What follows belongs to an exercise in optimizing a design on an open flow for small area; a production flow would make more cautious choices.
Function was checked by simulation only, so behaviour that the tests miss may differ from the original.
Power figures rest on the tool's default switching activity, not on a simulated workload.

== old ==
## lpddr5_device_responder
module lpddr5_device_responder #(
  parameter int BANKS = BANK_NUMBER,
  parameter int ROW_W = ROW_PER_BANK_GROUP_ADDRESS_WIDTH,
  parameter int COL_W = COL_WIDTH,
  parameter int DW    = DATA_WIDTH,
  localparam int BW   = $clog2(BANKS)
) (
  input  logic             clk,
  input  logic             rst,
  input  logic             cmd_valid,
  input  logic [2:0]       cmd,
  input  logic [BW-1:0]    cmd_bank,
  input  logic [ROW_W-1:0] cmd_row,
  input  logic [COL_W-1:0] cmd_col,
  output logic             rd_valid,
  output logic [DW-1:0]    rd_data,
  output logic             err_valid,
  output logic [2:0]       err_code,
  output logic             ref_overdue
);
  logic [3:0]       st [BANKS];
  logic [BANKS-1:0] sel, idle, row_en;
  logic [ROW_W-1:0] open_row [BANKS];
  logic [3:0] m;
  logic       m_act_ok, m_rw_ok, m_pre_ok, m_pre_eff, m_wr_load;
  for (genvar i = 0; i < 4; i++) begin : g_mmux
    logic [BANKS-1:0] col;
    for (genvar b = 0; b < BANKS; b++) begin : g_c
      assign col[b] = st[b][i];
    end
    lpddr5_mux16 u_mux (.sel(sel), .d(col), .y(m[i]));
  end
  assign m_act_ok  = (m == 4'b0000);
  assign m_pre_eff = (m == 4'b1111);
  assign m_pre_ok  = m_act_ok || m_pre_eff || m == 4'b1000 || m == 4'b1100 || m == 4'b1110;
  assign m_wr_load = m_pre_eff || m == 4'b0111 || m == 4'b1011 || m == 4'b1101 || m == 4'b0110;
  assign m_rw_ok   = m_wr_load || m == 4'b0011 || m == 4'b1001;
  logic [2:0] op;
  logic [2:0] err;
  logic       busy, go, all_idle;
  logic       act_go, rd_go, wr_go, pre_go, ref_go;
  assign op       = cmd;
  assign all_idle = &idle;
  always_comb begin
    err = ERR_NONE;
    if (cmd_valid) begin
      case (op)
        ACT:     if (!m_act_ok) err = ERR_ACT;
        RD:      if (!m_rw_ok)  err = ERR_RD;
        WR:      if (!m_rw_ok)  err = ERR_WR;
        PRE:     if (!m_pre_ok) err = ERR_PRE;
        REF:     if (!all_idle) err = ERR_REF;
        default: err = ERR_NONE;
      endcase
      if (busy && op != NOP && op != 3'd6 && op != 3'd7) err = ERR_BUSY;
    end
  end
  assign go     = cmd_valid && !busy;
  assign act_go = go && (op == ACT) && m_act_ok;
  assign rd_go  = go && (op == RD)  && m_rw_ok;
  assign wr_go  = go && (op == WR)  && m_wr_load;
  assign pre_go = go && (op == PRE) && m_pre_eff;
  ...
For scale: roughly 860 cells after synthesis, roughly 380 flip-flops, roughly 70 I/O pins, ~13000 sq um of cells after synthesis.
==> module lpddr5_device_responder, before the edit <==
module lpddr5_device_responder #(
  parameter int BANKS = BANK_NUMBER,
  parameter int ROW_W = ROW_PER_BANK_GROUP_ADDRESS_WIDTH,
  parameter int COL_W = COL_WIDTH,
  parameter int DW    = DATA_WIDTH,
  localparam int BW   = $clog2(BANKS)
) (
  input  logic             clk,
  input  logic             rst,
  input  logic             cmd_valid,
  input  logic [2:0]       cmd,
  input  logic [BW-1:0]    cmd_bank,
  input  logic [ROW_W-1:0] cmd_row,
  input  logic [COL_W-1:0] cmd_col,
  output logic             rd_valid,
  output logic [DW-1:0]    rd_data,
  output logic             err_valid,
  output logic [2:0]       err_code,
  output logic             ref_overdue
);
  logic [3:0]       st [BANKS];
  logic [BANKS-1:0] sel, idle, row_en;
  logic [ROW_W-1:0] open_row [BANKS];
  logic [3:0] m;
  logic       m_act_ok, m_rw_ok, m_pre_ok, m_pre_eff, m_wr_load;
  for (genvar i = 0; i < 4; i++) begin : g_mmux
    logic [BANKS-1:0] col;
    for (genvar b = 0; b < BANKS; b++) begin : g_c
      assign col[b] = st[b][i];
    end
    lpddr5_mux16 u_mux (.sel(sel), .d(col), .y(m[i]));
  end
  assign m_act_ok  = (m == 4'b0000);
  assign m_pre_eff = (m == 4'b1111);
  assign m_pre_ok  = m_act_ok || m_pre_eff || m == 4'b1000 || m == 4'b1100 || m == 4'b1110;
  assign m_wr_load = m_pre_eff || m == 4'b0111 || m == 4'b1011 || m == 4'b1101 || m == 4'b0110;
  assign m_rw_ok   = m_wr_load || m == 4'b0011 || m == 4'b1001;
  logic [2:0] op;
  logic [2:0] err;
  logic       busy, go, all_idle;
  logic       act_go, rd_go, wr_go, pre_go, ref_go;
  assign op       = cmd;
  assign all_idle = &idle;
  always_comb begin
    err = ERR_NONE;
    if (cmd_valid) begin
      case (op)
        ACT:     if (!m_act_ok) err = ERR_ACT;
        RD:      if (!m_rw_ok)  err = ERR_RD;
        WR:      if (!m_rw_ok)  err = ERR_WR;
        PRE:     if (!m_pre_ok) err = ERR_PRE;
        REF:     if (!all_idle) err = ERR_REF;
        default: err = ERR_NONE;
      endcase
      if (busy && op != NOP && op != 3'd6 && op != 3'd7) err = ERR_BUSY;
    end
  end
  assign go     = cmd_valid && !busy;
  assign act_go = go && (op == ACT) && m_act_ok;
  assign rd_go  = go && (op == RD)  && m_rw_ok;
  assign wr_go  = go && (op == WR)  && m_wr_load;
  assign pre_go = go && (op == PRE) && m_pre_eff;
  assign ref_go = go && (op == REF) && all_idle;
  for (genvar b = 0; b < BANKS; b++) begin : g_bank
    assign sel[b]  = (cmd_bank == BW'(b));
    lpddr5_bank_timer u_bank (
      .clk (clk),
      .rst (rst),
      .sel (sel[b]),
      .act (act_go),
      .pre (pre_go),
      .wr  (wr_go),
      .s   (st[b]),
      .idle(idle[b])
    );
    lpddr5_and2 u_en (.a(act_go), .b(sel[b]), .y(row_en[b]));
    always_ff @(posedge clk) begin
      if (row_en[b]) open_row[b] <= cmd_row;
    end
  end
  logic [T_CL-1:0]          pipe_v;
  logic [BW+COL_W-1:0]      pipe_d [T_CL];
  always_ff @(posedge clk) begin
    if (rst) pipe_v <= '0;
    else     pipe_v <= {pipe_v[T_CL-2:0], rd_go};
  end
  always_ff @(posedge clk) begin
    pipe_d[0] <= {cmd_bank, cmd_col};
    for (int i = 1; i < T_CL; i++) pipe_d[i] <= pipe_d[i-1];
  end
  logic [BW-1:0] out_bank;
  assign out_bank = pipe_d[T_CL-1][BW+COL_W-1:COL_W];
  assign rd_valid = pipe_v[T_CL-1];
  logic [BANKS-1:0] out_sel;
  logic [ROW_W-1:0] out_row;
  logic [3:0] out_lo, out_hi;
  for (genvar i = 0; i < 4; i++) begin : g_opre
    assign out_lo[i] = (out_bank[1:0] == 2'(i));
    assign out_hi[i] = (out_bank[3:2] == 2'(i));
  end
  for (genvar b = 0; b < BANKS; b++) begin : g_osel
    lpddr5_and2 u_osel (.a(out_hi[b/4]), .b(out_lo[b%4]), .y(out_sel[b]));
  end
  for (genvar i = 0; i < ROW_W; i++) begin : g_rmux
    logic [BANKS-1:0] col;
    for (genvar b = 0; b < BANKS; b++) begin : g_c
      assign col[b] = open_row[b][i];
    end
    lpddr5_mux16 u_mux (.sel(out_sel), .d(col), .y(out_row[i]));
  end
  assign rd_data  = DW'({out_row, pipe_d[T_CL-1]});
  logic [2:0] err_q;
  always_ff @(posedge clk) begin
    if (rst) err_q <= ERR_NONE;
    else     err_q <= err;
  end
  assign err_valid = (err_q != ERR_NONE);
  assign err_code  = err_q;
  logic [6:0] rf;
  logic       rf_fb, rfc_on;
  assign rf_fb = (rf[6] ^ rf[5]) & (rf[0] | rf[2] | rf[3] | rf[4] | rf[5]);
  always_ff @(posedge clk) begin
    if (rst || ref_go) rf <= 7'b1100100;
    else               rf <= {rf[5:0], rf_fb};
  end
  always_ff @(posedge clk) begin
    if (rst)                           rfc_on <= 1'b0;
    else if (ref_go)                   rfc_on <= 1'b1;
    else if (rf[1] && rf[4] && rf[6])  rfc_on <= 1'b0;
  end
  assign busy        = rfc_on;
  assign ref_overdue = !(rf[0] || rf[1] || rf[2] || rf[3] || rf[6]);
endmodule
export LEC_CHECK = 0
export ABC_CLOCK_PERIOD_IN_PS = 100000
export CAP_MARGIN = 5
export CORE_MARGIN = 2
export CORE_UTILIZATION = 60
export CTS_BUF_LIST = sky130_fd_sc_hd__clkbuf_8
export CTS_CLUSTER_DIAMETER = 50
export CTS_CLUSTER_SIZE = 16
export SLEW_MARGIN = 5
export SYNTH_HIERARCHICAL = 1
create_clock -name core_clock -period 5.0 [get_ports {clk}]
standard.sh (not shown) runs the stock make flow with config.mk's settings and CLKGATE_MAP_FILE= SYNTH_SCRIPT=/design/flow/synth_recipe.tcl, a recipe that flattens the netlist after the stock synthesis.
==> flow/flow/run.sh <==
#!/bin/bash
# Own layout flow: the standard ORFS flow (standard.sh), with two changes:
#  - input/output ports are buffered with buf_1 instead of the delay buffer
#    buffer_ports picks by default;
#  - clock tree synthesis inserts no dummy loads;
#  - timing-driven global placement does not keep the buffers its trial
#    repairs insert (the later repair steps still fix slew, load and timing).
# Everything else (synthesis, floorplan, power grid, taps, placement, routing)
# is the standard flow. Each tool's output goes to the logs under orfs/logs;
# the whole run's output is kept in flow_run.log.
set -euo pipefail
export BUFFER_PORTS_ARGS="-buffer_cell sky130_fd_sc_hd__buf_1"
export CTS_ARGS="-sink_clustering_enable -repair_clock_nets -dont_use_dummy_load -buf_list sky130_fd_sc_hd__clkbuf_4 -sink_clustering_size 10 -sink_clustering_max_diameter 45"
export GPL_KEEP_OVERFLOW=0
bash standard.sh finish > flow_run.log 2>&1
The inputs of new differ from those of old as listed below.
--- a/flow/design.v
+++ b/flow/design.v
@@ -194,19 +194,14 @@
   end
   logic [BW-1:0] out_bank;
   assign out_bank = pipe_d[T_CL-1][BW+COL_W-1:COL_W];
   assign rd_valid = pipe_v[T_CL-1];
   logic [BANKS-1:0] out_sel;
   logic [ROW_W-1:0] out_row;
-  logic [3:0] out_lo, out_hi;
-  for (genvar i = 0; i < 4; i++) begin : g_opre
-    assign out_lo[i] = (out_bank[1:0] == 2'(i));
-    assign out_hi[i] = (out_bank[3:2] == 2'(i));
-  end
   for (genvar b = 0; b < BANKS; b++) begin : g_osel
-    lpddr5_and2 u_osel (.a(out_hi[b/4]), .b(out_lo[b%4]), .y(out_sel[b]));
+    assign out_sel[b] = (out_bank == BW'(b));
   end
   for (genvar i = 0; i < ROW_W; i++) begin : g_rmux
     logic [BANKS-1:0] col;
     for (genvar b = 0; b < BANKS; b++) begin : g_c
       assign col[b] = open_row[b][i];
     end
Results
Floorplan die width came out lower on new than on old.
The lower hold slack of new and old is in old.
| share of post-route cells with drive strength above 1 | lower: old |
Re non-clock buffer instance count of the final layout: new and old aren't equal, and the higher value belongs to new.
new vs old — portion of total power attributed to the clock network dropped 0.5 points.
For the total power, new came in about 0.6% lower than old did.
When new is measured against old, its synthesized cell area turns out 0.64% lower.
new has completed all stages; timing, DRC and antenna checks passed.
On via count, new and old are basically level.
Internal portion of total power of new is on par with old.
new vs. old: global-route usage went up by 0.18 points.

## port drivers added, routing unchanged
How much do the figures lean on ideal ports? The routed layouts below were timed once more, with nothing changed but the port constraints. Step 1, drivers: a clkbuf_16 drives clk and a buf_2 each remaining input, both assumed. Step 2, shift: input delay + t, output delay - t, t = (earliest + latest rising clock arrival at the registers) / 2. This alone moves slack from input paths to output paths. Slacks: ideal ports / drivers / drivers and shift; pairs: ideal ports / drivers.
run | t (ns) | setup WS [ns] | worst hold slack (ns) | worst setup path at the end
old | 0.688 | 0.336 / 0.355 / -0.333 | 0.319 / 0.319 / 0.319 | input to register
new | 0.677 | 0.236 / 0.256 / -0.422 | 0.329 / 0.329 / 0.329 | input to register
With both steps, setup timing fails in old and new, where it was met with ideal ports. The setup slack of old, which loses most, moves by +0.019 ns with the drivers and by -0.669 ns with both steps.
